Background: an optimization exercise with open tools, aiming at small area. Do not read the settings as production practice. The RTL was checked by simulation tests, not by an equivalence proof against the original design. Power figures rest on the tool's default switching activity, not on a simulated workload. The flow treats the clock pin as an ideal source, which a real chip does not have.

## v24
==> flow/design.v (excerpt) <==
module home_inventory_wb (
    input  wire        wb_clk_i,
    input  wire        wb_rst_i,
    input  wire        wbs_cyc_i,
    input  wire        wbs_stb_i,
    input  wire        wbs_we_i,
    input  wire [3:0]  wbs_sel_i,
    input  wire [31:0] wbs_adr_i,
    input  wire [31:0] wbs_dat_i,
    output logic       wbs_ack_o,
    output logic [31:0] wbs_dat_o,
    input  wire [7:0]  core_status_i,
    output logic       ctrl_enable_o,
    output logic       ctrl_start_o,
    output logic [2:0] irq_en_o
);
Settings: LEC_CHECK=0, CAP_MARGIN=20, CORE_MARGIN=2, CORE_UTILIZATION=40, PLACE_DENSITY=0.85, SLEW_MARGIN=20; clock period 6.0 ns.
standard.sh (not shown) runs the stock make flow with config.mk's settings and CLKGATE_MAP_FILE= SYNTH_SCRIPT=/design/flow/synth_recipe.tcl, a recipe that flattens the netlist after the stock synthesis.
==> flow/flow/run.sh <==
#!/bin/bash
# Standard ORFS layout (standard.sh, standard synthesis unchanged) with layout-only knobs:
#  - after floorplan, the combinational logic is re-mapped for area (flow/restructure.tcl),
#    using only cells the platform allows;
#  - every port still gets a buffer, but a buf_1;
#  - clock tree without dummy loads and with larger sink clusters.
# The make output goes to standard.log; ORFS keeps each step's log under orfs/logs.
set -euo pipefail
cd "$(dirname "$0")/.."
export FLOW_FLOW_DIR="$(pwd)/flow"
bash standard.sh \
  POST_FLOORPLAN_TCL="$(pwd)/flow/restructure.tcl" \
  BUFFER_PORTS_ARGS="-buffer_cell sky130_fd_sc_hd__buf_1" \
  CTS_ARGS="-sink_clustering_enable -repair_clock_nets -dont_use_dummy_load -buf_list sky130_fd_sc_hd__clkbuf_8 -sink_clustering_size 16 -sink_clustering_max_diameter 65" \
  finish > standard.log 2>&1
==> flow/flow/lib_filter.py <==
#!/usr/bin/env python3
"""Copy a liberty file without the cells named in DONT_USE_CELLS (glob patterns), so that
restructure maps only to cells the platform allows. usage: lib_filter.py IN OUT"""
import fnmatch
import os
import re
import sys

src, dst = sys.argv[1], sys.argv[2]
pats = os.environ.get("DONT_USE_CELLS", "").split()
text = open(src).read()
out = []
pos = 0
for m in re.finditer(r'^\s*cell\s*\(\s*"?([A-Za-z0-9_]+)"?\s*\)\s*\{', text, re.M):
    if m.start() < pos:
        continue
    name = m.group(1)
    # end of this cell group: matching brace
    depth = 0
    i = m.end() - 1
    while True:
        c = text[i]
        if c == "{":
            depth += 1
        elif c == "}":
            depth -= 1
            if depth == 0:
                break
        i += 1
    if any(fnmatch.fnmatch(name, p) for p in pats):
        out.append(text[pos:m.start()])
        pos = i + 1
out.append(text[pos:])
open(dst, "w").write("".join(out))
==> flow/flow/restructure.tcl <==
# Sourced after floorplan (POST_FLOORPLAN_TCL): re-map the synthesized
# combinational logic for area with OpenROAD's restructure. Registers are untouched.
# restructure reads its own liberty file, so it gets one without the don't-use cells.
set lib $::env(OBJECTS_DIR)/restructure_lib.lib
exec python3 $::env(FLOW_FLOW_DIR)/lib_filter.py [lindex $::env(LIB_FILES) 0] $lib
file mkdir $::env(OBJECTS_DIR)/rs
report_design_area
restructure -target area -liberty_file $lib \
  -tielo_port $::env(TIELO_CELL_AND_PORT) -tiehi_port $::env(TIEHI_CELL_AND_PORT) \
  -work_dir $::env(OBJECTS_DIR)/rs -abc_logfile $::env(LOG_DIR)/2_1_restructure_abc.log
report_design_area
v24 finished every step from synthesis to the final layout, and the layout passed the timing, design-rule and antenna checks.
Here is what was changed in the inputs of v58 compared with v24.
# v24
export LEC_CHECK = 0
export CAP_MARGIN = 20
export CORE_MARGIN = 2
export CORE_UTILIZATION = 40
export PLACE_DENSITY = 0.85
export SLEW_MARGIN = 20
create_clock -name core_clock -period 6.0 [get_ports {wb_clk_i}]
# v58
export LEC_CHECK = 0
export CAP_MARGIN = 20
export CORE_MARGIN = 2
export CORE_UTILIZATION = 40
export PLACE_DENSITY = 0.75
export SLEW_MARGIN = 20
create_clock -name core_clock -period 6.0 [get_ports {wb_clk_i}]
## What came out
Clock network fraction of total power was lower in v24 than in v58. The total wire length number comes out lower for v24 vs v58. Taking v24 as the reference point, the via count of the first global-routing pass of v58 falls by 303. On design area, v58 and v24 are neck and neck. On total power, v58 tracks v24 almost exactly.
Changes in v19 relative to v58:
# v58
export LEC_CHECK = 0
export CAP_MARGIN = 20
export CORE_MARGIN = 2
export CORE_UTILIZATION = 40
export PLACE_DENSITY = 0.75
export SLEW_MARGIN = 20
create_clock -name core_clock -period 6.0 [get_ports {wb_clk_i}]
# v19
export LEC_CHECK = 0
export CAP_MARGIN = 20
export CORE_MARGIN = 2
export CORE_UTILIZATION = 40
export SLEW_MARGIN = 20
create_clock -name core_clock -period 6.0 [get_ports {wb_clk_i}]
-- flow/flow/run.sh --
<<< v58, line 13
  BUFFER_PORTS_ARGS="-buffer_cell sky130_fd_sc_hd__buf_1" \
  CTS_ARGS="-sink_clustering_enable -repair_clock_nets -dont_use_dummy_load -buf_list sky130_fd_sc_hd__clkbuf_8 -sink_clustering_size 16 -sink_clustering_max_diameter 65" \
  finish > standard.log 2>&1
>>> v19, line 13
  BUFFER_PORTS_ARGS="-buffer_cell sky130_fd_sc_hd__buf_1" \
  CTS_ARGS="-sink_clustering_enable -repair_clock_nets -dont_use_dummy_load -sink_clustering_size 26 -sink_clustering_max_diameter 90" \
  finish > standard.log 2>&1
[summary]
- Changes observed in v19 relative to v58: power density normalized to cell area has increased; wire length after detailed routing went up.
- Going from v58 to v19, maximum frequency shrank slightly.
- Detail-routed via count per cell sits higher in v19 than in v58.
- Est. power | v19 vs v58 | v19 higher
- Changes observed in v19 relative to v58: post-route fraction of the period consumed by the critical path now larger, cell count after synthesis shows no meaningful change, area added between synthesis and finish up 0.74 points.


== zinc ==
home_inventory_wb, a different RTL version from the one above (not shown whole).
Size: ~2000 cells after synthesis, about 120 I/O pins.
make LEC_CHECK=0 CAP_MARGIN=0 CORE_MARGIN=2 CORE_UTILIZATION=60 SLEW_MARGIN=0 finish   # period 6.0 ns
run.sh (not shown) runs the stock make flow with config.mk's settings and CLKGATE_MAP_FILE= SYNTH_SCRIPT=/design/flow/synth_recipe.tcl, a recipe that flattens the netlist after the stock synthesis.
Stock flow here: none of the scripts above is used.
zinc reached the end of the flow, and the finished layout is clean on the timing, design-rule and antenna checks.
Modified inputs, xenon compared to zinc
# zinc
export LEC_CHECK = 0
export CAP_MARGIN = 0
export CORE_MARGIN = 2
export CORE_UTILIZATION = 60
export SLEW_MARGIN = 0
create_clock -name core_clock -period 6.0 [get_ports {wb_clk_i}]
# xenon
export LEC_CHECK = 0
export CAP_MARGIN = 20
export CORE_MARGIN = 2
export CORE_UTILIZATION = 40
export SLEW_MARGIN = 20
create_clock -name core_clock -period 6.0 [get_ports {wb_clk_i}]
Results
The per-cell via count in the routed design reported for xenon is smaller than that of zinc by about 11%.
Delta(initial core utilization, xenon - zinc) < 0
Taking zinc as the reference, in xenon power of the clock network increased by about 5% relative to the old numbers, met3 capacity usage during global routing decreased by 2.2 points relative to the old numbers, die area increased by about 50% relative to the old numbers.
Compared with zinc, xenon shows cell area higher by 570 um2.
The run with more routed wire is xenon, not zinc.
Edits applied to the flow inputs when going from xenon to harbor:
==> flow/flow/run.sh (new file) <==
#!/bin/bash
# Standard ORFS layout with three layout-only knobs: ports buffered with buf_1,
# no CTS dummy loads, larger CTS sink clusters.
set -euo pipefail
cd "$(dirname "$0")/.."
bash standard.sh \
  BUFFER_PORTS_ARGS="-buffer_cell sky130_fd_sc_hd__buf_1" \
  CTS_ARGS="-sink_clustering_enable -repair_clock_nets -dont_use_dummy_load -sink_clustering_size 30 -sink_clustering_max_diameter 100" \
  finish > standard.log 2>&1
==> flow/standard.sh (new file) <==
#!/bin/bash
# synth_recipe.tcl (not shown) runs the flow's synth.tcl, then flattens the netlist and writes it again
# the make line also repeats each setting of config.mk as NAME=value (left out here)
make -C /OpenROAD-flow-scripts/flow DESIGN_CONFIG=/design/flow/config.mk WORK_HOME=/design/flow/orfs CLKGATE_MAP_FILE= SYNTH_SCRIPT=/design/flow/synth_recipe.tcl "${@:-finish}"
removed: flow/run.sh
[summary]
harbor was carried through to the last stage, and its layout satisfied the timing, design-rule and antenna checks. Area added between synthesis and finish: harbor < xenon. Taking xenon as the reference, in harbor clock latency of the later-clocked register in the worst-skew pair moved down, via count fell 372. Clock network power share is higher on xenon.


rev 12:
home_inventory_wb, a different RTL version from the one above (not shown whole).
Size in the first run: ~0.027 mm² of cells after synthesis.
// home_inventory_wb
module home_inventory_wb (
    input  wire        wb_clk_i,
    input  wire        wb_rst_i,
    input  wire        wbs_cyc_i,
    input  wire        wbs_stb_i,
    input  wire        wbs_we_i,
    input  wire [3:0]  wbs_sel_i,
    input  wire [31:0] wbs_adr_i,
    input  wire [31:0] wbs_dat_i,
    output logic       wbs_ack_o,
    output logic [31:0] wbs_dat_o,
    input  wire [7:0]  core_status_i,
    output logic       ctrl_enable_o,
    output logic       ctrl_start_o,
    output logic [2:0] irq_en_o
);
clock: 6.0 ns
lec_check: 0
cap_margin: 20
core_margin: 2
core_utilization: 40
slew_margin: 20
standard.sh (not shown) runs the stock make flow with config.mk's settings and CLKGATE_MAP_FILE= SYNTH_SCRIPT=/design/flow/synth_recipe.tcl, a recipe that flattens the netlist after the stock synthesis.
==> flow/flow/run.sh <==
#!/bin/bash
# Standard ORFS layout (standard.sh) with layout-only knobs: every port still gets a
# buffer, but a buf_1; clock tree without dummy loads and with larger sink clusters.
set -euo pipefail
cd "$(dirname "$0")/.."
bash standard.sh \
  BUFFER_PORTS_ARGS="-buffer_cell sky130_fd_sc_hd__buf_1" \
  CTS_ARGS="-sink_clustering_enable -repair_clock_nets -dont_use_dummy_load -sink_clustering_size 26 -sink_clustering_max_diameter 90" \
  finish > standard.log 2>&1
Rev 12 went all the way through synthesis, placement and routing and the layout is clean on timing, DRC and antenna.
[inputs] rev 13 vs rev 12
--- a/flow/flow/run.sh
+++ b/flow/flow/run.sh
@@ -7,3 +7,3 @@
   BUFFER_PORTS_ARGS="-buffer_cell sky130_fd_sc_hd__buf_1" \
-  CTS_ARGS="-sink_clustering_enable -repair_clock_nets -dont_use_dummy_load -sink_clustering_size 26 -sink_clustering_max_diameter 90" \
+  CTS_ARGS="-sink_clustering_enable -repair_clock_nets -dont_use_dummy_load -sink_clustering_size 24 -sink_clustering_max_diameter 80" \
   finish > standard.log 2>&1
==> comparison <==
Delta (rev 13 minus rev 12): worst hold slack went down by 0.014 ns, post-route core utilization now larger. The share of power burned in registers in rev 13 was lower than what rev 12 gave. Rev 13 and rev 12 ended up with nearly the same fraction of met1 tracks used by global routing. From rev 13 to rev 12, number of well-tap cells placed did not move at all. Rev 12 → rev 13: post-synthesis to final-layout area growth increased 0.55 points, minimum clock period after layout went up 0.098 ns, global placer's final weighted congestion held steady.

-- re-timing with driven ports --
Ports are ideal in the flow. The routed layouts listed here were re-timed in OpenROAD.
Step 1 sets driving cells, clkbuf_16 on the clock port and buf_2 on the other inputs (assumed; they add their load-dependent delay and slew).
Step 2, shift: input delay + t, output delay - t, t = (earliest + latest rising clock arrival at the registers) / 2. This alone moves slack from input paths to output paths.
Slacks: ideal / step 1 / step 2; pairs: ideal / step 1.
| run | t, ns | setup WS [ns] | worst setup path after step 2 | clock arrival spread, ns | worst data-port slew with drivers (ns) |
|---|---|---|---|---|---|
| v24 | 0.704 | 0.587 / 0.617 / -0.087 | input to register | 0.064 / 0.064 | 0.15 |
| v58 | 0.702 | 0.592 / 0.616 / -0.085 | input to register | 0.045 / 0.045 | 0.15 |
| v19 | 0.673 | 0.550 / 0.592 / -0.081 | input to register | 0.041 / 0.042 | 0.13 |
| zinc | 0.664 | 2.016 / 2.045 / 1.381 | input to register | 0.026 / 0.026 | 0.04 |
| xenon | 0.671 | 1.844 / 1.884 / 1.212 | input to register | 0.032 / 0.031 | 0.05 |
| harbor | 0.656 | 2.368 / 2.395 / 1.739 | input to register | 0.018 / 0.018 | 0.05 |
| rev 12 | 0.666 | 2.100 / 2.138 / 1.472 | input to register | 0.019 / 0.018 | 0.05 |
| rev 13 | 0.617 | 2.002 / 2.040 / 1.423 | input to register | 0.047 / 0.047 | 0.05 |
With both steps, setup timing fails in v24, v58 and v19, where it was met with ideal ports. The setup slack of v58, which loses most, moves by +0.024 ns with the drivers and by -0.677 ns with both steps.
